Source: an optimization exercise on an open RTL-to-GDS flow (aim: small area). Production flows keep margins and buffers that such runs may drop.
Function was checked by simulation only, so behaviour that the tests miss may differ from the original.
Power is estimated from default activity; no workload was simulated.

==> flow/design.v <==
module map_loader #(
   parameter int LANES = 5,
   parameter int ROWS  = 100
) (
   input  logic        clk_i,
   input  logic        rst_n_i,
   input  logic        start_i,
   input  logic        in_valid_i,
   output logic        in_ready_o,
   input  logic [2:0]  in_cell_i,
   input  logic        in_last_i,
   output logic        busy_o,
   output logic        done_o,
   output logic        err_o,
   output logic        map_valid_o,
   output logic [10:0] len_o,
   input  logic [2:0]  rd_x_i,
   input  logic [6:0]  rd_y_i,
   output logic [2:0]  rd_state_o,
   output logic [11:0] rd_rgb_o
);
   localparam int NR = 5;     
   localparam int RL = 20;    
   logic              busy_q, done_q, err_q;
   logic [2:0]        x_q;               
   logic [2:0]        j_q;               
   logic [4:0]        s_q;               
   logic [4:0]        ph_q;              
   logic [NR-1:0][7:0]    acc_q;
   logic [NR*RL-1:0][7:0] ring_q;        
   logic       illegal, final_cell;
   logic [1:0] cval;
   logic [7:0] acc_cur, acc_next;
   assign illegal    = in_cell_i > 3'd2;
   assign cval       = illegal ? 2'd0 : in_cell_i[1:0];
   assign final_cell = in_last_i || (x_q == 3'd4 && j_q == 3'd4 && s_q == 5'd19);
   assign acc_cur    = acc_q[j_q];
   logic [4:0] badd;
   logic [3:0] a_hi;
   always_comb begin
      case ({x_q[1:0], cval})
         4'b00_01: badd = 5'd1;
         4'b00_10: badd = 5'd2;
         4'b01_01: badd = 5'd3;
         4'b01_10: badd = 5'd6;
         4'b10_01: badd = 5'd9;
         4'b10_10: badd = 5'd18;
         default:  badd = 5'd0;
      endcase
      a_hi = {1'b0, acc_cur[7:5]} + ((cval == 2'd2) ? 4'd6 : (cval == 2'd1) ? 4'd3 : 4'd0);
      case (x_q)
         3'd0:    acc_next = {3'd0, badd};
         3'd1,
         3'd2:    acc_next = {3'd0, acc_cur[4:0] + badd};
         3'd3:    acc_next = {1'b0, cval, acc_cur[4:0]};
         default: acc_next = (a_hi == 4'd8) ? {acc_cur[4:2], 3'b111, acc_cur[1:0]}
                                             : {a_hi[2:0], acc_cur[4:0]};
      endcase
   end
   always_ff @(posedge clk_i) begin
      if (!rst_n_i) begin
         busy_q <= 1'b0;
         done_q <= 1'b0;
         err_q  <= 1'b0;
         j_q    <= 3'd2;
         s_q    <= 5'd25;
      end else begin
         done_q <= 1'b0;
         if (!busy_q) begin
            if (start_i) begin
               busy_q <= 1'b1;
               err_q  <= 1'b0;
               x_q    <= 3'd0;
               j_q    <= 3'd0;
               s_q    <= 5'd0;
            end
         end else if (in_valid_i) begin
            if (illegal) err_q <= 1'b1;
            if (final_cell) begin
               busy_q <= 1'b0;
               done_q <= 1'b1;
               if (!in_last_i) err_q <= 1'b1;
            end else if (x_q == 3'd4) begin
               x_q <= 3'd0;
               if (j_q == 3'd4) begin
                  j_q <= 3'd0;
                  s_q <= s_q + 5'd1;
               end else begin
                  j_q <= j_q + 3'd1;
               end
            end else begin
               x_q <= x_q + 3'd1;
            end
         end
      end
   end
   always_ff @(posedge clk_i) begin
      for (int j = 0; j < NR; j++)
         if (busy_q && in_valid_i && j_q == 3'(j)) acc_q[j] <= acc_next;
   end
   logic [NR-1:0][4:0] slot;
   always_comb begin
      for (int j = 0; j < NR; j++) slot[j] = (3'(j) <= j_q) ? s_q : s_q - 5'd1;
   end
   always_ff @(posedge clk_i) begin
      if (!rst_n_i)              ph_q <= 5'd0;
      else if (ph_q == 5'(RL-1)) ph_q <= 5'd0;
      else                       ph_q <= ph_q + 5'd1;
   end
   always_ff @(posedge clk_i) begin
      for (int j = 0; j < NR; j++) begin
         ring_q[j*RL] <= (slot[j] == ph_q) ? acc_q[j] : ring_q[j*RL+RL-1];
         for (int k = 1; k < RL; k++) ring_q[j*RL+k] <= ring_q[j*RL+k-1];
      end
   end
   logic [2:0]  rj;                  
   logic [4:0]  rs;                  
   logic [5:0]  rd_d;
   logic [4:0]  rd_pos;
   logic        rd_ok, rd_byp;
   logic [RL-1:0] pos_oh;
   logic [NR-1:0][7:0] ring_row;
   logic [7:0]  row;
   logic [1:0]  rd_q;
   logic [1:0]  trit;
   always_comb begin
      case (rd_y_i)
         7'd0: begin rs = 5'd0; rj = 3'd0; end
         7'd1: begin rs = 5'd0; rj = 3'd1; end
         7'd2: begin rs = 5'd0; rj = 3'd2; end
         7'd3: begin rs = 5'd0; rj = 3'd3; end
         7'd4: begin rs = 5'd0; rj = 3'd4; end
         7'd5: begin rs = 5'd1; rj = 3'd0; end
         7'd6: begin rs = 5'd1; rj = 3'd1; end
         7'd7: begin rs = 5'd1; rj = 3'd2; end
         7'd8: begin rs = 5'd1; rj = 3'd3; end
         7'd9: begin rs = 5'd1; rj = 3'd4; end
         7'd10: begin rs = 5'd2; rj = 3'd0; end
         7'd11: begin rs = 5'd2; rj = 3'd1; end
         7'd12: begin rs = 5'd2; rj = 3'd2; end
         7'd13: begin rs = 5'd2; rj = 3'd3; end
         7'd14: begin rs = 5'd2; rj = 3'd4; end
         7'd15: begin rs = 5'd3; rj = 3'd0; end
         7'd16: begin rs = 5'd3; rj = 3'd1; end
         7'd17: begin rs = 5'd3; rj = 3'd2; end
         7'd18: begin rs = 5'd3; rj = 3'd3; end
         7'd19: begin rs = 5'd3; rj = 3'd4; end
         7'd20: begin rs = 5'd4; rj = 3'd0; end
         7'd21: begin rs = 5'd4; rj = 3'd1; end
         7'd22: begin rs = 5'd4; rj = 3'd2; end
         7'd23: begin rs = 5'd4; rj = 3'd3; end
         7'd24: begin rs = 5'd4; rj = 3'd4; end
         7'd25: begin rs = 5'd5; rj = 3'd0; end
         7'd26: begin rs = 5'd5; rj = 3'd1; end
         7'd27: begin rs = 5'd5; rj = 3'd2; end
         7'd28: begin rs = 5'd5; rj = 3'd3; end
         7'd29: begin rs = 5'd5; rj = 3'd4; end
         7'd30: begin rs = 5'd6; rj = 3'd0; end
         7'd31: begin rs = 5'd6; rj = 3'd1; end
         7'd32: begin rs = 5'd6; rj = 3'd2; end
         7'd33: begin rs = 5'd6; rj = 3'd3; end
         7'd34: begin rs = 5'd6; rj = 3'd4; end
         7'd35: begin rs = 5'd7; rj = 3'd0; end
         7'd36: begin rs = 5'd7; rj = 3'd1; end
         7'd37: begin rs = 5'd7; rj = 3'd2; end
         7'd38: begin rs = 5'd7; rj = 3'd3; end
         7'd39: begin rs = 5'd7; rj = 3'd4; end
         7'd40: begin rs = 5'd8; rj = 3'd0; end
         7'd41: begin rs = 5'd8; rj = 3'd1; end
         7'd42: begin rs = 5'd8; rj = 3'd2; end
         7'd43: begin rs = 5'd8; rj = 3'd3; end
         7'd44: begin rs = 5'd8; rj = 3'd4; end
         7'd45: begin rs = 5'd9; rj = 3'd0; end
         7'd46: begin rs = 5'd9; rj = 3'd1; end
         7'd47: begin rs = 5'd9; rj = 3'd2; end
         7'd48: begin rs = 5'd9; rj = 3'd3; end
         7'd49: begin rs = 5'd9; rj = 3'd4; end
         7'd50: begin rs = 5'd10; rj = 3'd0; end
         7'd51: begin rs = 5'd10; rj = 3'd1; end
         7'd52: begin rs = 5'd10; rj = 3'd2; end
         7'd53: begin rs = 5'd10; rj = 3'd3; end
         7'd54: begin rs = 5'd10; rj = 3'd4; end
         7'd55: begin rs = 5'd11; rj = 3'd0; end
         7'd56: begin rs = 5'd11; rj = 3'd1; end
         7'd57: begin rs = 5'd11; rj = 3'd2; end
         7'd58: begin rs = 5'd11; rj = 3'd3; end
         7'd59: begin rs = 5'd11; rj = 3'd4; end
         7'd60: begin rs = 5'd12; rj = 3'd0; end
         7'd61: begin rs = 5'd12; rj = 3'd1; end
         7'd62: begin rs = 5'd12; rj = 3'd2; end
         7'd63: begin rs = 5'd12; rj = 3'd3; end
         7'd64: begin rs = 5'd12; rj = 3'd4; end
         7'd65: begin rs = 5'd13; rj = 3'd0; end
         7'd66: begin rs = 5'd13; rj = 3'd1; end
         7'd67: begin rs = 5'd13; rj = 3'd2; end
         7'd68: begin rs = 5'd13; rj = 3'd3; end
         7'd69: begin rs = 5'd13; rj = 3'd4; end
         7'd70: begin rs = 5'd14; rj = 3'd0; end
         7'd71: begin rs = 5'd14; rj = 3'd1; end
         7'd72: begin rs = 5'd14; rj = 3'd2; end
         7'd73: begin rs = 5'd14; rj = 3'd3; end
         7'd74: begin rs = 5'd14; rj = 3'd4; end
         7'd75: begin rs = 5'd15; rj = 3'd0; end
         7'd76: begin rs = 5'd15; rj = 3'd1; end
         7'd77: begin rs = 5'd15; rj = 3'd2; end
         7'd78: begin rs = 5'd15; rj = 3'd3; end
         7'd79: begin rs = 5'd15; rj = 3'd4; end
         7'd80: begin rs = 5'd16; rj = 3'd0; end
         7'd81: begin rs = 5'd16; rj = 3'd1; end
         7'd82: begin rs = 5'd16; rj = 3'd2; end
         7'd83: begin rs = 5'd16; rj = 3'd3; end
         7'd84: begin rs = 5'd16; rj = 3'd4; end
         7'd85: begin rs = 5'd17; rj = 3'd0; end
         7'd86: begin rs = 5'd17; rj = 3'd1; end
         7'd87: begin rs = 5'd17; rj = 3'd2; end
         7'd88: begin rs = 5'd17; rj = 3'd3; end
         7'd89: begin rs = 5'd17; rj = 3'd4; end
         7'd90: begin rs = 5'd18; rj = 3'd0; end
         7'd91: begin rs = 5'd18; rj = 3'd1; end
         7'd92: begin rs = 5'd18; rj = 3'd2; end
         7'd93: begin rs = 5'd18; rj = 3'd3; end
         7'd94: begin rs = 5'd18; rj = 3'd4; end
         7'd95: begin rs = 5'd19; rj = 3'd0; end
         7'd96: begin rs = 5'd19; rj = 3'd1; end
         7'd97: begin rs = 5'd19; rj = 3'd2; end
         7'd98: begin rs = 5'd19; rj = 3'd3; end
         7'd99: begin rs = 5'd19; rj = 3'd4; end
         7'd100: begin rs = 5'd20; rj = 3'd0; end
         7'd101: begin rs = 5'd20; rj = 3'd1; end
         7'd102: begin rs = 5'd20; rj = 3'd2; end
         7'd103: begin rs = 5'd20; rj = 3'd3; end
         7'd104: begin rs = 5'd20; rj = 3'd4; end
         7'd105: begin rs = 5'd21; rj = 3'd0; end
         7'd106: begin rs = 5'd21; rj = 3'd1; end
         7'd107: begin rs = 5'd21; rj = 3'd2; end
         7'd108: begin rs = 5'd21; rj = 3'd3; end
         7'd109: begin rs = 5'd21; rj = 3'd4; end
         7'd110: begin rs = 5'd22; rj = 3'd0; end
         7'd111: begin rs = 5'd22; rj = 3'd1; end
         7'd112: begin rs = 5'd22; rj = 3'd2; end
         7'd113: begin rs = 5'd22; rj = 3'd3; end
         7'd114: begin rs = 5'd22; rj = 3'd4; end
         7'd115: begin rs = 5'd23; rj = 3'd0; end
         7'd116: begin rs = 5'd23; rj = 3'd1; end
         7'd117: begin rs = 5'd23; rj = 3'd2; end
         7'd118: begin rs = 5'd23; rj = 3'd3; end
         7'd119: begin rs = 5'd23; rj = 3'd4; end
         7'd120: begin rs = 5'd24; rj = 3'd0; end
         7'd121: begin rs = 5'd24; rj = 3'd1; end
         7'd122: begin rs = 5'd24; rj = 3'd2; end
         7'd123: begin rs = 5'd24; rj = 3'd3; end
         7'd124: begin rs = 5'd24; rj = 3'd4; end
         7'd125: begin rs = 5'd25; rj = 3'd0; end
         7'd126: begin rs = 5'd25; rj = 3'd1; end
         7'd127: begin rs = 5'd25; rj = 3'd2; end
      endcase
   end
   assign rd_d   = 6'(ph_q) + 6'd19 - 6'(rs);
   assign rd_pos = (rd_d >= 6'd20) ? 5'(rd_d - 6'd20) : 5'(rd_d);
   assign rd_ok  = map_valid_o && rd_x_i < 3'd5 && (rs < s_q || (rs == s_q && rj <= j_q));
   assign rd_byp = rs == slot[rj];
   always_comb begin
      for (int k = 0; k < RL; k++) pos_oh[k] = rd_pos == 5'(k);
      for (int j = 0; j < NR; j++) begin
         ring_row[j] = '0;
         for (int k = 0; k < RL; k++)
            ring_row[j] = ring_row[j] | ({8{pos_oh[k]}} & ring_q[j*RL+k]);
      end
      row = '0;
      for (int j = 0; j < NR; j++)
         if (rj == 3'(j)) row = rd_byp ? acc_q[j] : ring_row[j];
   end
   always_ff @(posedge clk_i) begin
      if (!rst_n_i || !rd_ok) rd_q <= 2'd0;
      else                    rd_q <= trit;
   end
   logic       esc;
   logic [4:0] dec_b;
   logic [2:0] dec_a;
   logic [1:0] dig_b, dig_a;
   assign esc   = row[4:2] == 3'b111;
   assign dec_b = esc ? {row[7:5], row[1:0]} : row[4:0];
   assign dec_a = row[7:5];
   always_comb begin
      case ({rd_x_i[1:0], dec_b})
         7'd1: dig_b = 2'd1;
         7'd2: dig_b = 2'd2;
         7'd4: dig_b = 2'd1;
         7'd5: dig_b = 2'd2;
         7'd7: dig_b = 2'd1;
         7'd8: dig_b = 2'd2;
         7'd10: dig_b = 2'd1;
         7'd11: dig_b = 2'd2;
         7'd13: dig_b = 2'd1;
         7'd14: dig_b = 2'd2;
         7'd16: dig_b = 2'd1;
         7'd17: dig_b = 2'd2;
         7'd19: dig_b = 2'd1;
         7'd20: dig_b = 2'd2;
         7'd22: dig_b = 2'd1;
         7'd23: dig_b = 2'd2;
         7'd25: dig_b = 2'd1;
         7'd26: dig_b = 2'd2;
         7'd28: dig_b = 2'd1;
         7'd29: dig_b = 2'd2;
         7'd31: dig_b = 2'd1;
         7'd35: dig_b = 2'd1;
         7'd36: dig_b = 2'd1;
         7'd37: dig_b = 2'd1;
         7'd38: dig_b = 2'd2;
         7'd39: dig_b = 2'd2;
         7'd40: dig_b = 2'd2;
         7'd44: dig_b = 2'd1;
         7'd45: dig_b = 2'd1;
         7'd46: dig_b = 2'd1;
         7'd47: dig_b = 2'd2;
         7'd48: dig_b = 2'd2;
         7'd49: dig_b = 2'd2;
         7'd53: dig_b = 2'd1;
         7'd54: dig_b = 2'd1;
         7'd55: dig_b = 2'd1;
         7'd56: dig_b = 2'd2;
         7'd57: dig_b = 2'd2;
         7'd58: dig_b = 2'd2;
         7'd62: dig_b = 2'd1;
         7'd63: dig_b = 2'd1;
         7'd73: dig_b = 2'd1;
         7'd74: dig_b = 2'd1;
         7'd75: dig_b = 2'd1;
         7'd76: dig_b = 2'd1;
         7'd77: dig_b = 2'd1;
         7'd78: dig_b = 2'd1;
         7'd79: dig_b = 2'd1;
         7'd80: dig_b = 2'd1;
         7'd81: dig_b = 2'd1;
         7'd82: dig_b = 2'd2;
         7'd83: dig_b = 2'd2;
         7'd84: dig_b = 2'd2;
         7'd85: dig_b = 2'd2;
         7'd86: dig_b = 2'd2;
         7'd87: dig_b = 2'd2;
         7'd88: dig_b = 2'd2;
         7'd89: dig_b = 2'd2;
         7'd90: dig_b = 2'd2;
         7'd105: dig_b = 2'd1;
         7'd106: dig_b = 2'd1;
         7'd107: dig_b = 2'd1;
         7'd108: dig_b = 2'd1;
         7'd109: dig_b = 2'd1;
         7'd110: dig_b = 2'd1;
         7'd111: dig_b = 2'd1;
         7'd112: dig_b = 2'd1;
         7'd113: dig_b = 2'd1;
         7'd114: dig_b = 2'd2;
         7'd115: dig_b = 2'd2;
         7'd116: dig_b = 2'd2;
         7'd117: dig_b = 2'd2;
         7'd118: dig_b = 2'd2;
         7'd119: dig_b = 2'd2;
         7'd120: dig_b = 2'd2;
         7'd121: dig_b = 2'd2;
         7'd122: dig_b = 2'd2;
         default: dig_b = 2'd0;
      endcase
      case ({rd_x_i[0], esc, dec_a})
         5'd3: dig_a = 2'd1;
         5'd4: dig_a = 2'd1;
         5'd5: dig_a = 2'd1;
         5'd6: dig_a = 2'd2;
         5'd7: dig_a = 2'd2;
         5'd8: dig_a = 2'd2;
         5'd9: dig_a = 2'd2;
         5'd10: dig_a = 2'd2;
         5'd11: dig_a = 2'd2;
         5'd12: dig_a = 2'd2;
         5'd13: dig_a = 2'd2;
         5'd14: dig_a = 2'd2;
         5'd15: dig_a = 2'd2;
         5'd17: dig_a = 2'd1;
         5'd18: dig_a = 2'd2;
         5'd20: dig_a = 2'd1;
         5'd21: dig_a = 2'd2;
         5'd23: dig_a = 2'd1;
         5'd24: dig_a = 2'd2;
         5'd25: dig_a = 2'd2;
         5'd26: dig_a = 2'd2;
         5'd27: dig_a = 2'd2;
         5'd28: dig_a = 2'd2;
         5'd29: dig_a = 2'd2;
         5'd30: dig_a = 2'd2;
         5'd31: dig_a = 2'd2;
         default: dig_a = 2'd0;
      endcase
      trit = rd_x_i[2] | (rd_x_i[1] & rd_x_i[0]) ? dig_a : dig_b;
   end
   assign in_ready_o  = busy_q;
   assign busy_o      = busy_q;
   assign done_o      = done_q;
   assign err_o       = err_q;
   assign map_valid_o = !busy_q && !(s_q[4] && s_q[3]);
   assign len_o       = {4'd0, 7'({s_q, 2'b00} + 7'(s_q) + 7'(j_q) + 7'd1)};
   assign rd_state_o  = {1'b0, rd_q};
   assign rd_rgb_o    = {{4{|rd_q}}, {4{rd_q[1]}}, 4'h0};
endmodule
==> flow/flow/run.sh <==
#!/bin/bash
# Own layout flow: the standard ORFS flow, with three changes.
#  1. Synthesis is the standard flow's own script (synth_recipe.tcl) with its combinational mapping
#     changed (see synth_area.tcl): ABC maps for area, and adders are not pre-extracted.
#     Registers are mapped by dfflibmap before this, so they are the standard synthesis's.
#  2. Clock tree synthesis runs without dummy loads, with larger sink clusters (25 sinks,
#     80 um) driven by clkbuf_16 leaf buffers.
#  3. Ports are buffered with buf_1 cells (every input and output still gets its buffer).
# Every tool's output goes to a log file in this work folder (and ORFS's own logs under orfs/).
set -euo pipefail
W=$(pwd)
export FLOW_SYNTH_TCL="$W/synth_recipe.tcl"
export BUFFER_PORTS_ARGS="-buffer_cell sky130_fd_sc_hd__buf_1"
export CTS_ARGS="-sink_clustering_enable -repair_clock_nets -dont_use_dummy_load -buf_list sky130_fd_sc_hd__clkbuf_16 -sink_clustering_size 25 -sink_clustering_max_diameter 80"

make -C "$FLOW_HOME" DESIGN_CONFIG="$W/config.mk" WORK_HOME="$W/orfs" CLKGATE_MAP_FILE= \
   SYNTH_SCRIPT="$W/flow/synth_area.tcl" synth > "$W/synth_make.log" 2>&1
bash "$W/standard.sh" finish > "$W/standard_make.log" 2>&1
test -s "$W/out/final.def"
==> flow/flow/synth_area.tcl <==
# synth_recipe.tcl with two changes to the combinational mapping (registers are mapped by
# dfflibmap before either step, so they are exactly the standard synthesis's):
#  - ABC runs Yosys's default liberty script (area-oriented &nf): drop ORFS's -script, its -D
#    delay target and the -constr file that makes ABC buffer and upsize.
#  - extract_fa is skipped, so adders are left to ABC as plain logic.
proc abc {args} {
   set keep {}
   for {set i 0} {$i < [llength $args]} {incr i} {
      set a [lindex $args $i]
      if {$a eq "-script" || $a eq "-D" || $a eq "-constr"} { incr i; continue }
      lappend keep $a
   }
   yosys abc {*}$keep
}
proc extract_fa {args} { puts "extract_fa skipped" }
source $::env(FLOW_SYNTH_TCL)
==> flow/standard.sh <==
#!/bin/bash
# synth_recipe.tcl (not shown) runs the flow's synth.tcl, then flattens the netlist and writes it again
# the make line also repeats each setting of config.mk as NAME=value (left out here)
make -C /OpenROAD-flow-scripts/flow DESIGN_CONFIG=/design/flow/config.mk WORK_HOME=/design/flow/orfs CLKGATE_MAP_FILE= SYNTH_SCRIPT=/design/flow/synth_recipe.tcl "${@:-finish}"
==> flow/config.mk <==
export PLATFORM = sky130hd
export DESIGN_NAME = map_loader
export DESIGN_NICKNAME = map_loader
export VERILOG_FILES = /design/flow/design.v
export SDC_FILE = /design/flow/constraint.sdc
export NUM_CORES = 4
export LEC_CHECK = 0
export CAP_MARGIN = 10
export CORE_MARGIN = 2
export CORE_UTILIZATION = 55
export GPL_ROUTABILITY_DRIVEN = 0
export GPL_TIMING_DRIVEN = 0
export SLEW_MARGIN = 10
==> flow/constraint.sdc <==
create_clock -name core_clock -period 10.0 [get_ports {clk_i}]
set_input_delay 2.0000 -clock core_clock [delete_from_list [all_inputs] [get_ports {clk_i}]]
set_output_delay 2.0000 -clock core_clock [all_outputs]
set_load 0.01 [all_outputs]
==> reports/qor.yml, run 1 <==
finish:
  drive_gt1_share_pct: 7.519
  seq_area_sq_um: 17670
  fin_util_pct: 62.38
  syn_to_final_growth_pct: 11.87
  num_antenna_cells: 0
  nFillCells: 3699
  multi_input_area_sq_um: 8443
  fin_nets: 2241
die:
  fp.dieH_microns: 221.3
  std_cell_rows: 79
  ios: 49
  coreArea_sq_um: 46560
  start_util_pct: 55.76
  dieArea_sq_um: 48950
  die_w_microns: 221.3
logic_synthesis:
  yosysWarnings: 1
  synth_common_cells: "818 x dfxtp_1, 171 x a222oi_1, 154 x nand2_1"
  syn_inst: 2068
  synthDistinctLibCells: 70
  yosysSeqAreaShare_pct: 68.06
  synthFlopType: "dfxtp_1"
  synth.most_common_cell: "dfxtp_1"
  synth-async-reset-ratio_pct: 0
  yosysTopAreaCellShare_pct: 63.08
  synth-edff-count: 43
  synth_largest_area_cell: "dfxtp_1"
  synth.avg_cell_area_sq_um: 12.55
  synth_seq_cells: 861
  netlist_area_sq_um: 25960
  synth_area_leaders: "dfxtp_1 63%, a222oi_1 6.6%, edfxtp_1 5.0%"
timing:
  finClkSkew_ps: 109.3
  tightest_slew_ps: 1171
  hold_viol: 0
  finalSetupViolCount: 0
  slew-limit-headroom_pct: 21.96
  fmax_mhz: 103.0
  worst_slack_ps: 294.5
  final-max-slew-violation-count: 0
  finalCritPeriodShare_pct: 97.05
  setup-tns-final_ps: 0
  fin_crit_ps: 9705
run_status:
  status: "no timing/DRC/antenna violations"
place:
  dp_hpwl_mm: 49.89
  port_buffers: 39
  pre_cts_slack_ps: -1263
worst_setup_path:
  start_kind: "input pin"
  worst-setup-path-type: "in -> reg"
  arrival_ps: 10190
  cp_slowest_stage_delay_ps: 560
  cp.buffers_inverters: 7
  slowest_stage: "o32a_2"
  cpLargestDelayFamily: "compound AO/OA/AOI/OAI gates"
  crit_fanout: 30
  critical_path_required_ps: 10480
  cp-end-kind: "flop"
  crit_top_cell: "a32oi_1"
route:
  post-route-drc-count: 0
  drt_wl_total_mm: 80.33
  antenna_left: 0
  top_layer_used: "met5"
  vias_per_cell: 6.719
  drt_iter0_drc: 3119
  drt_first_pass_iters: 7
  wl_met1_mm: 33.66
  met2_length_mm: 37.19
  wl_per_cell_microns: 28.40
  route.met3.wl_mm: 7.220
  num_vias: 19000
min_path:
  hold_path.class: "reg -> reg"
clocking:
  cts_tree: "done"
  htreeDepth: 2
  clk_pin_slew_worst_paths_ps: 90
  clkLatencyLatePin_ps: 630
  cts_num_sinks: 861
  root_buffer: "clkbuf_16"
  cts_buffers: 41
  cts_buffer_depth: 3
grt:
  first_global_vias: 18220
  globalRouteTotalUtil_pct: 31.27
  grt_max_degree: 41
  grt_overflow: 0
  antenna_found_initial: 2
  grt_pass1_wl_mm: 116.7
power:
  powerDensity_nw_per_um2: 219.0
  leakage_nw: 10.73
  irDropWorstVdd_mv: 0.2035
  total_power_mw: 6.360
flow_run:
  cap_violations: 0
-- worst reg2reg max path, cell delays in order, from the launching register on --
cell and delay [ps]:
dfxtp_1 680, xnor2_1 210, o31ai_2 430, xnor2_1 340, o21ai_0 320, a31o_1 310, a21oi_1 530, and3_4 890
a222oi_1 180, and3_1 220, nand4_1 120, o211ai_1 160, a32o_1 400, o22ai_1 410, o31a_1 470, nor2b_1 130
mux2_1 330, o211a_1 230, o311a_1 300, o221a_1 270
-- final cells by class --
class / instances / area share, %
sequential: 861 / 60.84
multi-input combinational: 1183 / 29.07
clock buffer: 41 / 3.533
timing repair buffer: 101 / 3.266
tap: 607 / 2.615
buffer: 17 / 0.4395
inverter: 18 / 0.2370
-- placed cells by master, fill, tap and decap left out, drive strengths merged, types with 12 or more instances in the layout --
cell    count
nand2     154
a22oi      79
nand4      51
a22o       13
a221oi     51
a21oi      52
nor3       40
nand3      42
or3        13
a222oi    171
dfxtp     818
nor2b      12
a31oi      19
nor2       81
xor2       28
buf       115
edfxtp     43
o21ai      67
o22ai      28
o211ai     18
mux2       44
clkinv     18
and3       23
xnor2      40
clkbuf     43
-- kinds of logic (layout without fill, tap and decap cells) --
| family | after synthesis | after routing | share of synthesized area (%) |
|---|---|---|---|
| flip-flops | 861 | 861 | 68.06 |
| AO/OA/AOI/OAI | 592 | 592 | 18.09 |
| AND/OR/NAND/NOR | 463 | 466 | 8.681 |
| XOR/XNOR | 68 | 68 | 2.294 |
| multiplexers | 47 | 47 | 2.073 |
| buffers and inverters | 35 | 177 | 0.7519 |
| adder cells (fa/ha/maj) | 1 | 1 | 0.03856 |
| other | 1 | 9 | 0.01445 |
-- metal layers --
metal	GRT usage, %	vias to the layer above
li1	-	8417
met1	44.27	9415
met2	50.59	992
met3	4.315	176
met4	8.292	2
met5	0	-
-- stage by stage --
step,std cells,hold WS (ps),area (sq um)
floorplan,2076,326.2,26020
global placement,2722,331.7,26930
detailed placement,2777,335.5,27830
CTS,2820,320.0,28910
global route,2828,331.4,29040
finish,2828,317.6,29040
-- registers in the layout (all words and copies together), names as in the netlist --
signal	count
rd_q	2
err_q	1
j_q	3
x_q	3
done_q	1
s_q	5
acc_q	40
ph_q	5
busy_q	1
ring_q	800
-- where the power goes --
part	switching, mW	total (mW)	internal, mW
clock network	1.02	1.75	0.735
registers	0.0856	3.66	3.58
logic	0.664	0.943	0.280
total	1.77	6.36	4.59
-- what timing repair did --
item | in CTS | in global routing
hold buffers | 0 | 0
setup endpoints to repair | 2 | 2
pin swaps | 3 | 4
setup buffers | 2 | 5
cloned | 0 | 3
endpoints found under the hold margin | 0 | 0
gates resized for setup | 10 | 16
-- path summary, 6_finish.rpt --
path / startpoint / endpoint / slack (ps) / depth (start not counted)
max: rd_y_i[3] / rd_q[0] / 290 / 28
min: ring_q[204] / ring_q[212] / 320 / 0
max reg2reg: ph_q[1] / rd_q[0] / 3020 / 19
min reg2reg: ring_q[204] / ring_q[212] / 320 / 0
==> run 2: changes to the inputs <==
--- a/flow/config.mk
+++ b/flow/config.mk
@@ -8,6 +8,5 @@
 export CAP_MARGIN = 10
 export CORE_MARGIN = 2
 export CORE_UTILIZATION = 55
-export GPL_ROUTABILITY_DRIVEN = 0
 export GPL_TIMING_DRIVEN = 0
 export SLEW_MARGIN = 10
==> run 2 against run 1 <==
Wire length decreased by 0.33%. Area after synthesis unchanged. Total power increased by 0.36%. Sequential share of layout area decreased by 0.21 points. Clock power about the same. Worst setup slack got worse by 80 ps. Final area increased by 0.35%. Non-clock buffer count increased by 5. Critical path depth decreased by 1. Register-to-register slack got worse by 460 ps. Clock-buffer cell count increased by 1. Largest cell class unchanged.
==> reports/qor.yml, run 2 <==
run_status:
  status: "no timing/DRC/antenna violations"  # unchanged
logic_synthesis:
  syn_inst: 2068  # unchanged
  synth_common_cells: "818 x dfxtp_1, 171 x a222oi_1, 154 x nand2_1"  # unchanged
  synth_largest_area_cell: "dfxtp_1"  # unchanged
  synth_area_leaders: "dfxtp_1 63%, a222oi_1 6.6%, edfxtp_1 5.0%"  # unchanged
  synth.avg_cell_area_sq_um: 12.55  # unchanged
  synthFlopType: "dfxtp_1"  # unchanged
  synth.most_common_cell: "dfxtp_1"  # unchanged
  netlist_area_sq_um: 25960  # unchanged
  synth-async-reset-ratio_pct: 0  # unchanged
  yosysTopAreaCellShare_pct: 63.08  # unchanged
  synth_seq_cells: 861  # unchanged
  synthDistinctLibCells: 70  # unchanged
  yosysWarnings: 1  # unchanged
  synth-edff-count: 43  # unchanged
  yosysSeqAreaShare_pct: 68.06  # unchanged
timing:
  finalSetupViolCount: 0  # unchanged
  worst_slack_ps: 214.2  # was 294.5 ps
  fin_crit_ps: 9786  # was 9705 ps
  hold_viol: 0  # unchanged
  fmax_mhz: 102.2  # was 103.0 MHz
  rsz0062_at_grt: "no"
  finClkSkew_ps: 91.58  # was 109.3 ps
  final-max-slew-violation-count: 0  # unchanged
  finalCritPeriodShare_pct: 97.86  # was 97.05%
  tightest_slew_ps: 1043  # was 1171 ps
  slew-limit-headroom_pct: 30.42  # was 21.96%
die:
  fp.dieH_microns: 221.3  # unchanged
  std_cell_rows: 79  # unchanged
  dieArea_sq_um: 48950  # unchanged
  coreArea_sq_um: 46560  # unchanged
  die_w_microns: 221.3  # unchanged
  start_util_pct: 55.76  # unchanged
  ios: 49  # unchanged
route:
  wl_met1_mm: 33.60  # was 33.66 mm
  wl_per_cell_microns: 28.25  # was 28.40 microns
  antenna_left: 0  # unchanged
  drt_iter0_drc: 2821  # was 3,119
  route.met3.wl_mm: 7.218  # was 7.220 mm
  drt_first_pass_iters: 9  # was 7
  met2_length_mm: 36.48  # was 37.19 mm
  top_layer_used: "met5"  # unchanged
  post-route-drc-count: 0  # unchanged
  vias_per_cell: 6.673  # was 6.719
  num_vias: 18910  # was 19,000
  drt_wl_total_mm: 80.06  # was 80.33 mm
worst_setup_path:
  worst-setup-path-type: "in -> reg"  # unchanged
  arrival_ps: 10260  # was 10,190 ps
  reg2reg_to: "rd_q[0]"  # unchanged
  crit_fanout: 25  # was 30
  start_kind: "input pin"  # unchanged
  critical_path_required_ps: 10480  # about the same
  cp-end-kind: "flop"  # unchanged
  reg2reg_from: "s_q[1]"  # was ph_q[1]
  reg2reg_depth: 25  # was 19
  r2r_slack_ps: 2560  # was 3020 ps
grt:
  grt_pass1_wl_mm: 116.8  # was 116.7 mm
  grt_overflow: 0  # unchanged
  first_global_vias: 18390  # was 18,220
  grt_max_degree: 41  # unchanged
  antenna_found_initial: 2  # unchanged
  globalRouteTotalUtil_pct: 31.35  # was 31.27%
finish:
  fin_nets: 2247  # was 2,241
  largest_register_ffs: 800  # unchanged
  drive_gt1_share_pct: 7.813  # was 7.519%
  final_common_cell: "dfxtp_1"  # unchanged
  num_antenna_cells: 0  # unchanged
  layout_common_cells: "818 x dfxtp_1, 171 x a222oi_1, 154 x nand2_1"  # unchanged
  nFillCells: 3707  # was 3,699
  syn_to_final_growth_pct: 12.26  # was 11.87%
  final_area_sq_um: 29140  # was 29,040 sq um
  fin_util_pct: 62.60  # was 62.38%
  regMostFlops: "ring_q"  # unchanged
  reg_top3: "ring_q (800), acc_q (40)"  # unchanged
clocking:
  cts_num_sinks: 861  # unchanged
  clk_pin_slew_worst_paths_ps: 90  # about the same
  holdBufCountCts: 0  # unchanged
  cts_tree: "done"  # unchanged
  root_buffer: "clkbuf_16"  # unchanged
  clkLatencyLatePin_ps: 600  # was 630 ps
  htreeDepth: 2  # unchanged
  cts_buffers: 42  # was 41
  cts_buffer_depth: 3  # unchanged
place:
  dp_hpwl_mm: 50.91  # was 49.89 mm
  gp_congestion: 0.9035
  place_area_sq_um: 27880  # was 27,830 sq um
  port_buffers: 39  # unchanged
  pre_cts_slack_ps: -1300  # was -1263 ps
min_path:
  hold_start: "ring_q[560]"  # was ring_q[204]
  hold_path.class: "reg -> reg"  # unchanged
  hold_end: "ring_q[568]"  # was ring_q[212]
  min_path_cells: 0  # unchanged
power:
  leakage_nw: 10.78  # was 10.73 nW
  total_power_mw: 6.383  # was 6.360 mW
  powerDensity_nw_per_um2: 219.0  # about the same
  irDropWorstVdd_mv: 0.2291  # was 0.2035 mV
flow_run:
  cap_violations: 0  # unchanged
-- run 2: cell counts after synthesis --
Identical to the previous run, type by type.
-- run 2: layout make-up --
type,count,area [sq um],share of cell area [%]
sequential,861,17670,60.62
tap,607,759.5,2.606
buffer,17,127.6,0.4379
timing repair buffer,106,1010,3.465
inverter,18,72.57,0.2490
multi-input combinational,1183,8454,29.01
clock buffer,42,1051,3.607
-- run 2: where the power goes --
| part | total (mW) | internal, mW | switching [mW] |
|---|---|---|---|
| Sequential | 3.66 | 3.58 | 0.0851 |
| Clock | 1.77 | 0.753 | 1.02 |
| Combinational | 0.944 | 0.283 | 0.662 |
| Total | 6.38 | 4.61 | 1.77 |
-- run 2: cell families (layout without fill, tap and decap cells) --
group	after synthesis	count (layout)	share of synthesized area, %
flops	861	861	68.06
other cells	1	9	0.01445
simple gates	463	466	8.681
buf+inv	35	183	0.7519
xor+xnor	68	68	2.294
fa+ha+maj	1	1	0.03856
compound gates	592	592	18.09
mux	47	47	2.073
-- run 2: worst max path at each step --
stage                     cells after the start      end  startpoint  slack, ps
after floorplan                              23  rd_q[0]   rd_y_i[3]          8
after global placement                       24  rd_q[0]   rd_y_i[3]      -7400
after detailed placement                     27  rd_q[0]   rd_y_i[3]      -1300
after CTS                                    25  rd_q[0]   rd_y_i[4]        100
after global routing                         28  rd_q[0]   rd_y_i[3]          5
final                                        27  rd_q[0]   rd_y_i[3]        210
-- run 2: through the flow --
| step | TNS (ps) | hold slack, ps | cells |
|---|---|---|---|
| after floorplan | 0 | 326.2 | 2076 |
| after global placement | -14700 | 329.1 | 2722 |
| after detailed placement | -2488 | 335.8 | 2780 |
| after CTS | 0 | 315.6 | 2827 |
| after global routing | 0 | 320.6 | 2834 |
| final | 0 | 319.1 | 2834 |
-- run 2: timing repair --
| item | in CTS | in global routing |
|---|---|---|
| resized for setup | 11 | 20 |
| setup buffers | 5 | 4 |
| cloned | 0 | 3 |
| pin swaps | 1 | 6 |
| endpoints found under the setup margin | 2 | 2 |
-- run 2: metal layers --
layer / track usage, % / vias up
met3: 6.082 / 177
met4: 10.28 / 4
met1: 42.95 / 9438
met5: 0 / -
li1: - / 8429
met2: 50.14 / 863
-- run 2: worst max-delay path: stages --
cell and delay (ps):
clkdlybuf4s15_2 510, clkinvlp_4 390, maj3_1 440, a31oi_1 190
a21boi_0 400, o32a_4 440, nor2_2 200, a22o_1 290
o31ai_1 400, xor2_1 120, nand4b_1 460, buf_6 230
buf_6 180, buf_8 170, clkinv_2 450, a221oi_1 410
nand2_1 90, or3_1 410, o211ai_1 140, a32oi_1 270
a32oi_1 350, o31a_1 450, nor2b_1 130, mux2_1 340
o211a_1 220, o311a_1 300, o221a_1 270
==> run 3: changes to the inputs <==
--- a/flow/flow/run.sh
+++ b/flow/flow/run.sh
@@ -10,6 +10,7 @@
 set -euo pipefail
 W=$(pwd)
 export FLOW_SYNTH_TCL="$W/synth_recipe.tcl"
+export FLOW_ABC_SCRIPT="$W/flow/area.abc"
 export BUFFER_PORTS_ARGS="-buffer_cell sky130_fd_sc_hd__buf_1"
 export CTS_ARGS="-sink_clustering_enable -repair_clock_nets -dont_use_dummy_load -buf_list sky130_fd_sc_hd__clkbuf_16 -sink_clustering_size 25 -sink_clustering_max_diameter 80"
 
==> flow/flow/area.abc (new file) <==
strash; &get -n; &fraig -x; &put; scorr; dc2; strash; &get -n; &dch -f; &nf -R 1000; &put; strash; &get -n; &dch -f; &nf -R 1000; &put; strash; &get -n; &dch -f; &nf -R 1000; &put; strash; &get -n; &dch -f; &nf -R 1000; &put;
==> flow/flow/synth_area.tcl (replaced) <==
# synth_recipe.tcl with two changes to the combinational mapping (registers are mapped by
# dfflibmap before either step, so they are exactly the standard synthesis's):
#  - ABC runs flow/area.abc (Yosys's default liberty script with four rounds of area-oriented
#    &dch/&nf mapping) in place of ORFS's script; ORFS's -D delay target and the -constr file
#    that makes ABC buffer and upsize are dropped.
#  - extract_fa is skipped, so adders are left to ABC as plain logic.
proc abc {args} {
   set keep {}
   for {set i 0} {$i < [llength $args]} {incr i} {
      set a [lindex $args $i]
      if {$a eq "-script" || $a eq "-D" || $a eq "-constr"} { incr i; continue }
      lappend keep $a
   }
   yosys abc -script $::env(FLOW_ABC_SCRIPT) {*}$keep
}
proc extract_fa {args} { puts "extract_fa skipped" }
source $::env(FLOW_SYNTH_TCL)
--- a/flow/config.mk
+++ b/flow/config.mk
@@ -7,6 +7,6 @@
 export LEC_CHECK = 0
 export CAP_MARGIN = 10
 export CORE_MARGIN = 2
-export CORE_UTILIZATION = 55
+export CORE_UTILIZATION = 58
 export GPL_TIMING_DRIVEN = 0
 export SLEW_MARGIN = 10
==> run 3 against run 2 <==
Wire length down 4.7%. Synthesized cell count down 2.3%. Worst hold slack got worse by 6.9 ps. Non-clock buffer count decreased by 13. Highest routed layer is now met4. Sequential power is essentially flat.
==> reports/qor.yml, run 3 <==
timing:
  finalSetupViolCount: 0  # unchanged
  worst_slack_ps: 297.7  # was 214.2 ps
  hold_viol: 0  # unchanged
  finalCritPeriodShare_pct: 97.02  # was 97.86%
  slew-limit-headroom_pct: 23.49  # was 30.42%
  fmax_mhz: 103.1  # was 102.2 MHz
  final-max-slew-violation-count: 0  # unchanged
  holdWs_ps: 312.2  # was 319.1 ps
  finClkSkew_ps: 68.38  # was 91.58 ps
  fin_crit_ps: 9702  # was 9786 ps
  tightest_slew_ps: 1144  # was 1043 ps
power:
  total_power_mw: 6.416  # was 6.383 mW
  switching_power_mw: 1.788  # was 1.768 mW
  p_int_mw: 4.628  # was 4.615 mW
  irDropWorstVdd_mv: 0.1856  # was 0.2291 mV
  p_clk_share_pct: 27.3  # was 27.8%
  combPwrFrac_pct: 15.4  # was 14.8%
  leakage_nw: 10.52  # was 10.78 nW
  switching_share_pct: 27.87  # was 27.70%
  powerDensity_nw_per_um2: 222.7  # was 219.0 nW/um^2
  seq_power_share_pct: 57.2  # was 57.4%
clocking:
  cts_buffers: 41  # was 42
  cts_buffer_depth: 3  # unchanged
  clk_pin_slew_worst_paths_ps: 90  # about the same
  root_buffer: "clkbuf_16"  # unchanged
  clkLatencyLatePin_ps: 600  # about the same
  holdBufCountCts: 0  # unchanged
  cts_tree: "done"  # unchanged
  htreeDepth: 2  # unchanged
  cts_num_sinks: 861  # unchanged
grt:
  grt_pass1_wl_mm: 112.1  # was 116.8 mm
  antenna_found_initial: 0  # was 2
  first_global_vias: 17970  # was 18,390
  grt_overflow: 0  # unchanged
  globalRouteTotalUtil_pct: 33.24  # was 31.35%
  grt_max_degree: 42  # was 41
route:
  post-route-drc-count: 0  # unchanged
  num_vias: 18520  # was 18,910
  drt_iter0_drc: 3034  # was 2,821
  wl_per_cell_microns: 27.75  # was 28.25 microns
  vias_per_cell: 6.735  # was 6.673
  drt_first_pass_iters: 8  # was 9
  antenna_left: 0  # unchanged
  drt_wl_total_mm: 76.29  # was 80.06 mm
die:
  dieArea_sq_um: 45740  # was 48,950 sq um
  std_cell_rows: 76  # was 79
  ios: 49  # unchanged
  fp.dieH_microns: 213.9  # was 221.3 microns
  die_w_microns: 213.9  # was 221.3 microns
  start_util_pct: 59.05  # was 55.76%
  coreArea_sq_um: 43270  # was 46,560 sq um
finish:
  reg_top3: "ring_q (800), acc_q (40)"  # unchanged
  syn_to_final_growth_pct: 12.78  # was 12.26%
  final_common_cell: "dfxtp_1"  # unchanged
  fin_nets: 2184  # was 2,247
  largest_register_ffs: 800  # unchanged
  layout_common_cells: "818 x dfxtp_1, 188 x a222oi_1, 118 x nand2_1"  # was 818 x dfxtp_1, 171 x a222oi_1, 154 x nand2_1
  num_antenna_cells: 0  # unchanged
  fin_cells: 2749  # was 2,834
  drive_gt1_share_pct: 7.163  # was 7.813%
  regMostFlops: "ring_q"  # unchanged
logic_synthesis:
  synthFlopType: "dfxtp_1"  # unchanged
  synth-async-reset-ratio_pct: 0  # unchanged
  yosys.area_share.simple_pct: 7.909  # was 8.681%
  synth.avg_cell_area_sq_um: 12.65  # was 12.55 sq um
  netlist_area_sq_um: 25550  # was 25,960 sq um
  synth_seq_cells: 861  # unchanged
  synth_top_family_by_area: "compound AO/OA/AOI/OAI gates"  # unchanged
  synth_compound_area_share_pct: 17.65  # was 18.09%
  synth_mux_area_share_pct: 1.925  # was 2.073%
  synth.most_common_cell: "dfxtp_1"  # unchanged
  synthAdderAreaFrac_pct: 0.1567  # was 0.03856%
  synth_common_cells: "818 x dfxtp_1, 188 x a222oi_1, 120 x nand2_1"  # was 818 x dfxtp_1, 171 x a222oi_1, 154 x nand2_1
  synthDistinctLibCells: 53  # was 70
  synth_area_leaders: "dfxtp_1 64%, a222oi_1 7.4%, edfxtp_1 5.1%"  # was dfxtp_1 63%, a222oi_1 6.6%, edfxtp_1 5.0%
  syn_inst: 2020  # was 2,068
  yosysSeqAreaShare_pct: 69.15  # was 68.06%
  synth-edff-count: 43  # unchanged
  synth-xor-area-share_pct: 2.434  # was 2.294%
  yosysWarnings: 1  # unchanged
  yosysTopAreaCellShare_pct: 64.09  # was 63.08%
  synth_largest_area_cell: "dfxtp_1"  # unchanged
worst_setup_path:
  arrival_ps: 10170  # was 10,260 ps
  start_kind: "input pin"  # unchanged
  crit_top_cell: "o21ai_0"
  crit_fanout: 41  # was 25
  cp-end-kind: "flop"  # unchanged
  worst-setup-path-type: "in -> reg"  # unchanged
  slowest_stage: "and2_1"  # was clkdlybuf4s15_2
  critical_path_required_ps: 10460  # was 10,480 ps
  cp_slowest_stage_delay_ps: 810  # was 510 ps
place:
  dp_hpwl_mm: 49.67  # was 50.91 mm
  port_buffers: 39  # unchanged
  gp_congestion: 0.9047  # was 0.9035
  pre_cts_slack_ps: -1610  # was -1300 ps
  placed_cells: 2698  # was 2,780
min_path:
  hold_path.class: "reg -> reg"  # unchanged
flow_run:
  cap_violations: 0  # unchanged
run_status:
  status: "no timing/DRC/antenna violations"  # unchanged
run 3: per-layer routing:
metal,wire length [microns],GRT usage (%)
met1,32340,47.82
met2,33880,51.22
met3,7363,5.009
met4,2698,12.05
met5,0,0
run 3: per-stage QoR:
step	util, %	TNS [ps]	instance area [sq um]
finish	66.60	0	28820
global route	66.60	-13.42	28820
CTS	66.50	0	28770
detailed placement	63.93	-2888	27660
global placement	61.16	-10100	26460
floorplan	-	0	25580
run 3: logic make-up (layout without fill, tap and decap cells):
logic type / count (synthesis) / after routing
simple gates: 422 / 424
mux: 44 / 44
flops: 861 / 861
buf+inv: 35 / 169
xor+xnor: 71 / 71
fa+ha+maj: 4 / 4
other cells: 1 / 9
compound gates: 582 / 582
run 3: repair_timing:
item	in CTS	in global routing
endpoints found under the setup margin	2	2
gates cloned	1	1
resized for setup	10	19
pin swaps	4	3
buffers inserted	5	3
run 3: power groups by stage:
stage	Combinational [mW]	Clock (mW)	Sequential, mW
2_1_floorplan	0.448	0	3.71
3_3_place_gp	0.765	0	3.74
3_5_place_dp	0.942	0	3.75
4_1_cts	0.954	1.76	3.67
5_1_grt	1.03	1.89	3.68
6_report	0.991	1.75	3.67
run 3: final timing paths:
kind	endpoint	slack [ps]	startpoint	cells after the start
max	rd_q[0]	300	rd_y_i[1]	29
min reg2reg	ring_q[788]	310	ring_q[780]	0
min	ring_q[788]	310	ring_q[780]	0
max reg2reg	rd_q[0]	2620	ph_q[0]	30
run 3: critical path: cells and delay by family:
family                 cells  cell delay (ps)
AO/OA/AOI/OAI             17             3970
buffers and inverters      2              630
AND/OR/NAND/NOR            9             3330
XOR/XNOR                   1              160
run 3: layout make-up:
cell class                 count  area [sq um]
sequential                   861         17670
fill                        3230         14450
multi-input combinational   1134          7964
timing repair buffer          93          1231
clock buffer                  41          1026
tap                          585         732.0
buffer                        17         127.6
inverter                      18         67.56
==> run 4: changes to the inputs <==
==> flow/flow/run.sh (replaced) <==
#!/bin/bash
# Own layout flow: the standard ORFS flow, with three changes.
#  1. Synthesis is the standard flow's own script (synth_recipe.tcl) with its combinational mapping
#     changed (see synth_area.tcl): ABC maps for area, and adders are not pre-extracted.
#     Registers are mapped by dfflibmap before this, so they are the standard synthesis's.
#  2. Clock tree synthesis runs without dummy loads, with larger sink clusters (15 sinks,
#     60 um) driven by clkbuf_8 buffers.
#  3. Ports are buffered with buf_1 cells (every input and output still gets its buffer).
# Every tool's output goes to a log file in this work folder (and ORFS's own logs under orfs/).
set -euo pipefail
W=$(pwd)
export FLOW_SYNTH_TCL="$W/synth_recipe.tcl"
export FLOW_ABC_SCRIPT="$W/flow/area.abc"
export BUFFER_PORTS_ARGS="-buffer_cell sky130_fd_sc_hd__buf_1"
export CTS_ARGS="-sink_clustering_enable -repair_clock_nets -dont_use_dummy_load -buf_list sky130_fd_sc_hd__clkbuf_8 -sink_clustering_size 15 -sink_clustering_max_diameter 60"

make -C "$FLOW_HOME" DESIGN_CONFIG="$W/config.mk" WORK_HOME="$W/orfs" CLKGATE_MAP_FILE= \
   SYNTH_SCRIPT="$W/flow/synth_area.tcl" synth > "$W/synth_make.log" 2>&1
bash "$W/standard.sh" finish > "$W/standard_make.log" 2>&1
test -s "$W/out/final.def"
==> run 4 against run 3 <==
Clock-buffer cell count increased by 27. Highest routed layer unchanged. Largest power group unchanged. Sequential share of layout area increased by 0.17 points. First-iteration DRC count decreased by 2.8%. Sequential power about the same. Die area unchanged. Global-route usage increased by 0.24 points. Area after synthesis unchanged. Final area decreased by 0.27%.
==> reports/qor.yml, run 4 <==
timing:
  fin_crit_ps: 9597  # was 9702 ps
  holdWs_ps: 319.2  # was 312.2 ps
  slew-limit-headroom_pct: 23.08  # was 23.49%
  setup-tns-final_ps: 0  # unchanged
  worst_slack_ps: 403.5  # was 297.7 ps
  hold_viol: 0  # unchanged
  final-max-slew-violation-count: 0  # unchanged
  finalSetupViolCount: 0  # unchanged
  finClkSkew_ps: 59.46  # was 68.38 ps
  finalCritPeriodShare_pct: 95.97  # was 97.02%
  fmax_mhz: 104.2  # was 103.1 MHz
  tightest_slew_ps: 1151  # was 1144 ps
place:
  gp_congestion: 0.9047  # unchanged
  port_buffers: 39  # unchanged
  placed_cells: 2698  # unchanged
  pre_cts_slack_ps: -1610  # unchanged
  dp_hpwl_mm: 49.67  # unchanged
die:
  std_cell_rows: 76  # unchanged
  dieArea_sq_um: 45740  # unchanged
  start_util_pct: 59.05  # unchanged
  fp.dieH_microns: 213.9  # unchanged
  die_w_microns: 213.9  # unchanged
  ios: 49  # unchanged
  coreArea_sq_um: 43270  # unchanged
worst_setup_path:
  cp_slowest_stage_delay_ps: 800  # was 810 ps
  reg2reg_to: "rd_q[0]"  # unchanged
  reg2reg_depth: 33  # was 30
  arrival_ps: 10150  # was 10,170 ps
  slowest_stage: "and2_1"  # unchanged
  crit_top_cell: "o21ai_0"  # unchanged
  start_kind: "input pin"  # unchanged
  worst-setup-path-type: "in -> reg"  # unchanged
  crit_fanout: 41  # unchanged
  reg2reg_from: "ph_q[0]"  # unchanged
  r2r_slack_ps: 2670  # was 2620 ps
  crit_start: "rd_y_i[1]"  # unchanged
  cp-end-kind: "flop"  # unchanged
  critical_path_required_ps: 10550  # was 10,460 ps
finish:
  fin_cells: 2779  # was 2,749
  layout_common_cells: "818 x dfxtp_1, 188 x a222oi_1, 118 x nand2_1"  # unchanged
  final_common_cell: "dfxtp_1"  # unchanged
  largest_register_ffs: 800  # unchanged
  regMostFlops: "ring_q"  # unchanged
  drive_gt1_share_pct: 8.436  # was 7.163%
  syn_to_final_growth_pct: 12.48  # was 12.78%
  reg_top3: "ring_q (800), acc_q (40)"  # unchanged
  fin_nets: 2213  # was 2,184
  fin_util_pct: 66.42  # was 66.60%
logic_synthesis:
  synth-edff-count: 43  # unchanged
  yosysTopAreaCellShare_pct: 64.09  # unchanged
  synth.most_common_cell: "dfxtp_1"  # unchanged
  synth_area_leaders: "dfxtp_1 64%, a222oi_1 7.4%, edfxtp_1 5.1%"  # unchanged
  netlist_area_sq_um: 25550  # unchanged
  synth.avg_cell_area_sq_um: 12.65  # unchanged
  synth_seq_cells: 861  # unchanged
  yosysWarnings: 1  # unchanged
  synthDistinctLibCells: 53  # unchanged
  synth-async-reset-ratio_pct: 0  # unchanged
  synth_common_cells: "818 x dfxtp_1, 188 x a222oi_1, 120 x nand2_1"  # unchanged
  synth_largest_area_cell: "dfxtp_1"  # unchanged
  yosysSeqAreaShare_pct: 69.15  # unchanged
  synthFlopType: "dfxtp_1"  # unchanged
  syn_inst: 2020  # unchanged
route:
  drt_first_pass_iters: 10  # was 8
  wl_per_cell_microns: 27.59  # was 27.75 microns
  antenna_left: 0  # unchanged
  drt_iter0_drc: 2949  # was 3,034
  drt_wl_total_mm: 76.67  # was 76.29 mm
  num_vias: 18680  # was 18,520
  vias_per_cell: 6.720  # was 6.735
  post-route-drc-count: 0  # unchanged
clocking:
  cts_num_sinks: 861  # unchanged
  cts_buffers: 68  # was 41
  clkLatencyLatePin_ps: 670  # was 600 ps
  root_buffer: "clkbuf_8"  # was clkbuf_16
  cts_tree: "done"  # unchanged
  htreeDepth: 3  # was 2
  clk_pin_slew_worst_paths_ps: 100  # was 90 ps
  cts_buffer_depth: 3  # unchanged
  holdBufCountCts: 0  # unchanged
power:
  irDropWorstVdd_mv: 0.1407  # was 0.1856 mV
  p_clk_share_pct: 26.1  # was 27.3%
  powerDensity_nw_per_um2: 219.5  # was 222.7 nW/um^2
  leakage_nw: 10.51  # was 10.52 nW
  switching_share_pct: 28.64  # was 27.87%
  p_int_mw: 4.502  # was 4.628 mW
  combPwrFrac_pct: 15.7  # was 15.4%
  seq_power_share_pct: 58.2  # was 57.2%
  switching_power_mw: 1.807  # was 1.788 mW
min_path:
  min_path_cells: 0  # unchanged
  hold_start: "ring_q[652]"  # was ring_q[780]
  hold_end: "ring_q[660]"  # was ring_q[788]
  hold_path.class: "reg -> reg"  # unchanged
flow_run:
  cap_violations: 0  # unchanged
grt:
  grt_max_degree: 42  # unchanged
  first_global_vias: 18180  # was 17,970
  grt_pass1_wl_mm: 112.6  # was 112.1 mm
  globalRouteTotalUtil_pct: 33.48  # was 33.24%
  grt_overflow: 0  # unchanged
  antenna_found_initial: 1  # was 0
run_status:
  status: "no timing/DRC/antenna violations"  # unchanged
## run 4: cell counts after synthesis
Identical to the previous run, type by type.
## run 4: power groups by stage
| stage | Clock, mW | Sequential, mW | Combinational [mW] |
|---|---|---|---|
| global placement | 0 | 3.74 | 0.765 |
| floorplan | 0 | 3.71 | 0.448 |
| finish | 1.65 | 3.67 | 0.991 |
| detailed placement | 0 | 3.75 | 0.942 |
| CTS | 1.66 | 3.67 | 0.951 |
| global route | 1.79 | 3.68 | 1.03 |
## run 4: how the worst max path moves through the flow
stage / endpoint / slack [ps] / cells after the start
detailed placement: rd_q[0] / -1610 / 40
finish: rd_q[0] / 400 / 29
CTS: rd_q[0] / 20 / 38
global placement: rd_q[0] / -5190 / 38
global route: rd_q[0] / -40 / 41
floorplan: rd_q[0] / 450 / 35
## run 4: cells by family (layout without fill, tap and decap cells)
family	Yosys count	after routing	synth area share (%)
DFF	861	861	69.15
AOI/OAI and AO/OA	582	582	17.65
and+or+nand+nor	422	424	7.909
xor gates and xnor gates	71	71	2.434
muxes	44	44	1.925
buffers and inverters	35	198	0.7639
adders and majority gates	4	4	0.1567
other	1	10	0.01468
## run 4: critical path: cells and delay by family
kind | cells | cell delay (ps)
buf+inv | 2 | 640
simple gates | 9 | 3320
compound gates | 17 | 3950
xor+xnor | 1 | 170
## run 4: layout make-up
class,count,area (sq um)
tap,585,732.0
sequential,861,17670
fill,3257,14530
clock buffer,68,935.9
antenna,1,2.502
buffer,17,127.6
multi-input combinational,1134,7968
inverter,18,67.56
timing repair buffer,95,1237
## run 4: what timing repair did
| action | in CTS | in global routing |
|---|---|---|
| setup buffers | 1 | 9 |
| gates cloned | 1 | 1 |
| resized for setup | 10 | 17 |
| endpoints found under the setup margin | 2 | 2 |
| pin swaps | 1 | 5 |
## run 4: per-layer routing
layer	up-vias	part of all wire (%)	routed length, microns	track usage [%]
met4	0	3.6	2762	12.60
met2	1035	44	34000	51.22
met3	170	9.3	7125	5.712
met5	-	0	0	0
li1	8197	-	-	-
met1	9274	43	32780	47.85
## run 4: metrics by stage
stage                     total power, mW  instance area, sq um
after floorplan                     4.162                 25580
after global placement              4.506                 26460
after detailed placement            4.687                 27660
after CTS                           6.276                 28640
after global routing                6.502                 28740
final                               6.309                 28740
==> run 5: changes to the inputs <==
--- a/flow/config.mk
+++ b/flow/config.mk
@@ -7,6 +7,6 @@
 export LEC_CHECK = 0
 export CAP_MARGIN = 10
 export CORE_MARGIN = 2
-export CORE_UTILIZATION = 58
+export CORE_UTILIZATION = 66
 export GPL_TIMING_DRIVEN = 0
 export SLEW_MARGIN = 10
==> run 5 against run 4 <==
Critical path depth unchanged. Wire length is 3.1% lower. Final area decreased by 0.26%.
==> reports/qor.yml, run 5 <==
route:
  antenna_left: 0  # unchanged
  drt_first_pass_iters: 8  # was 10
  vias_per_cell: 6.927  # was 6.720
  drt_wl_total_mm: 74.32  # was 76.67 mm
  num_vias: 18740  # was 18,680
  wl_per_cell_microns: 27.48  # was 27.59 microns
  post-route-drc-count: 0  # unchanged
  drt_iter0_drc: 2988  # was 2,949
timing:
  tightest_slew_ps: 1338  # was 1151 ps
  slew-limit-headroom_pct: 10.74  # was 23.08%
  hold_viol: 0  # unchanged
  finalCritPeriodShare_pct: 94.67  # was 95.97%
  fmax_mhz: 105.6  # was 104.2 MHz
  finalSetupViolCount: 0  # unchanged
  finClkSkew_ps: 60.40  # was 59.46 ps
  worst_slack_ps: 533.2  # was 403.5 ps
  final-max-slew-violation-count: 0  # unchanged
  holdWs_ps: 300.9  # was 319.2 ps
  fin_crit_ps: 9467  # was 9597 ps
  setup-tns-final_ps: 0  # unchanged
  rsz0062_at_grt: "no"
place:
  placed_cells: 2632  # was 2,698
  gp_congestion: 0.9770  # was 0.9047
  pre_cts_slack_ps: -1280  # was -1610 ps
  port_buffers: 39  # unchanged
  dp_hpwl_mm: 48.86  # was 49.67 mm
  place_area_sq_um: 27660  # about the same
grt:
  grt_max_degree: 45  # was 42
  globalRouteTotalUtil_pct: 36.70  # was 33.48%
  first_global_vias: 18680  # was 18,180
  grt_pass1_wl_mm: 112.6  # unchanged
  grt_overflow: 0  # unchanged
  antenna_found_initial: 1  # unchanged
logic_synthesis:
  synthDistinctLibCells: 53  # unchanged
  synth-async-reset-ratio_pct: 0  # unchanged
  synth_compound_area_share_pct: 17.65  # unchanged
  synth-edff-count: 43  # unchanged
  synthFlopType: "dfxtp_1"  # unchanged
  synth.most_common_cell: "dfxtp_1"  # unchanged
  synth_common_cells: "818 x dfxtp_1, 188 x a222oi_1, 120 x nand2_1"  # unchanged
  synth_mux_area_share_pct: 1.925  # unchanged
  yosysWarnings: 1  # unchanged
  synth_largest_area_cell: "dfxtp_1"  # unchanged
  synthAdderAreaFrac_pct: 0.1567  # unchanged
  netlist_area_sq_um: 25550  # unchanged
  syn_inst: 2020  # unchanged
  yosysSeqAreaShare_pct: 69.15  # unchanged
  synth_area_leaders: "dfxtp_1 64%, a222oi_1 7.4%, edfxtp_1 5.1%"  # unchanged
  synth.avg_cell_area_sq_um: 12.65  # unchanged
  yosysTopAreaCellShare_pct: 64.09  # unchanged
  synth_seq_cells: 861  # unchanged
  synth-xor-area-share_pct: 2.434  # unchanged
  yosys.area_share.simple_pct: 7.909  # unchanged
  synth_top_family_by_area: "compound AO/OA/AOI/OAI gates"  # unchanged
die:
  coreArea_sq_um: 38470  # was 43,270 sq um
  std_cell_rows: 72  # was 76
  fp.dieH_microns: 200.8  # was 213.9 microns
  ios: 49  # unchanged
  dieArea_sq_um: 40300  # was 45,740 sq um
  die_w_microns: 200.8  # was 213.9 microns
  start_util_pct: 66.42  # was 59.05%
finish:
  final_common_cell: "dfxtp_1"  # unchanged
  num_antenna_cells: 0  # was 1
  nFillCells: 2609  # was 3,257
  seq_area_sq_um: 17670  # unchanged
  fin_cells: 2705  # was 2,779
  layout_common_cells: "818 x dfxtp_1, 188 x a222oi_1, 119 x nand2_1"  # was 818 x dfxtp_1, 188 x a222oi_1, 118 x nand2_1
  fin_nets: 2207  # was 2,213
  largest_register_ffs: 800  # unchanged
  drive_gt1_share_pct: 8.002  # was 8.436%
  reg_top3: "ring_q (800), acc_q (40)"  # unchanged
  syn_to_final_growth_pct: 12.19  # was 12.48%
  regMostFlops: "ring_q"  # unchanged
  multi_input_area_sq_um: 7943  # was 7968 sq um
  fin_util_pct: 74.52  # was 66.42%
  final_area_sq_um: 28660  # was 28,740 sq um
flow_run:
  cap_violations: 0  # unchanged
power:
  powerDensity_nw_per_um2: 219.4  # was 219.5 nW/um^2
  irDropWorstVdd_mv: 0.1450  # was 0.1407 mV
  leakage_nw: 10.52  # was 10.51 nW
  total_power_mw: 6.290  # was 6.309 mW
worst_setup_path:
  arrival_ps: 10020  # was 10,150 ps
  crit_top_cell: "o21ai_0"  # unchanged
  critical_path_required_ps: 10550  # about the same
  slowest_stage: "and2_0"  # was and2_1
  crit_fanout: 44  # was 41
  cp-end-kind: "flop"  # unchanged
  worst-setup-path-type: "in -> reg"  # unchanged
  cp_slowest_stage_delay_ps: 920  # was 800 ps
  start_kind: "input pin"  # unchanged
clocking:
  cts_buffers: 68  # unchanged
  htreeDepth: 3  # unchanged
  root_buffer: "clkbuf_8"  # unchanged
  clk_pin_slew_worst_paths_ps: 90  # was 100 ps
  cts_tree: "done"  # unchanged
  cts_num_sinks: 861  # unchanged
  clkLatencyLatePin_ps: 660  # was 670 ps
  cts_buffer_depth: 3  # unchanged
min_path:
  hold_path.class: "reg -> reg"  # unchanged
run_status:
  status: "no timing/DRC/antenna violations"  # unchanged
==> run 5: cell count changes in the layout (fill, tap and decap cells not counted), sizes merged <==
cell,previous run,this run
clkdlybuf4s15,1,0
clkbuf,69,73
buf,110,103
diode,1,0
nor2,103,101
==> run 5: logic make-up (layout without fill, tap and decap cells) <==
group | Yosys count | in the layout
fa+ha+maj | 4 | 4
compound gates | 582 | 582
buf+inv | 35 | 194
flops | 861 | 861
mux | 44 | 44
other cells | 1 | 9
simple gates | 422 | 422
xor+xnor | 71 | 71
==> run 5: area by class of cell <==
class	count	share of cell area (%)
Sequential cell	861	61.64
Multi-Input combinational cell	1132	27.71
Timing Repair Buffer	91	4.448
Clock buffer	68	3.265
Tap cell	518	2.261
Buffer	17	0.4452
Inverter	18	0.2357
==> run 5: final timing paths <==
path         slack (ps)           to  depth (start not counted)         from
max                 530      rd_q[0]                         29    rd_y_i[1]
min                 300  ring_q[262]                          0  ring_q[254]
max reg2reg        2710      rd_q[0]                         29      ph_q[0]
min reg2reg         300  ring_q[262]                          0  ring_q[254]
==> run 5: repair_timing <==
action                                  4_1_cts  5_1_grt
buffers inserted                              2        2
gates resized for setup                       4       17
hold buffers                                  0        0
pin swaps                                     1        0
endpoints found under the setup margin        2        2
==> run 5: where the power goes <==
part           switching [mW]  internal (mW)  total, mW
Clock                    1.02          0.612       1.63
Sequential             0.0892           3.58       3.67
Combinational           0.674          0.312      0.985
Total                    1.78           4.51       6.29
==> run 5: worst max-delay path, delay by kind of cell <==
| family | cells | cell delay (ps) |
|---|---|---|
| compound gates | 17 | 3770 |
| simple gates | 9 | 3320 |
| buf+inv | 2 | 640 |
| xor+xnor | 1 | 200 |
==> run 5: routing by layer <==
| metal | wire (microns) | global-route usage [%] |
|---|---|---|
| met5 | 11 | 0 |
| met3 | 7739 | 7.078 |
| met1 | 29750 | 50.83 |
| met2 | 33490 | 56.44 |
| met4 | 3333 | 16.59 |

re-timing with driven ports:
No port has a modelled driver above. Below, the same layouts with a new extraction and two added sets of constraints. Step 1 sets driving cells, clkbuf_16 on the clock port and buf_2 on the other inputs (assumed; they add their load-dependent delay and slew). Step 2 times the ports against the registers' clock, not the clock port: input delays grow and output delays shrink by t, the midpoint of the rising clock arrivals with the driver on. a / b / c = no drivers / after step 1 / after step 2; a / b = the first two.
run	t, ns	setup slack, ns	worst setup path after step 2	worst slew at a driven data input, ns
run 1	0.628	0.295 / 0.320 / -0.308	input to register	0.08
run 2	0.614	0.214 / 0.246 / -0.368	input to register	0.06
run 3	0.628	0.298 / 0.339 / -0.289	input to register	0.07
run 4	0.701	0.403 / 0.443 / -0.258	input to register	0.08
run 5	0.679	0.533 / 0.574 / -0.105	input to register	0.06
Met with ideal ports but missed after step 2: setup timing in every run listed. The setup slack of run 4, which loses most, moves by +0.040 ns with the drivers and by -0.661 ns with both steps.
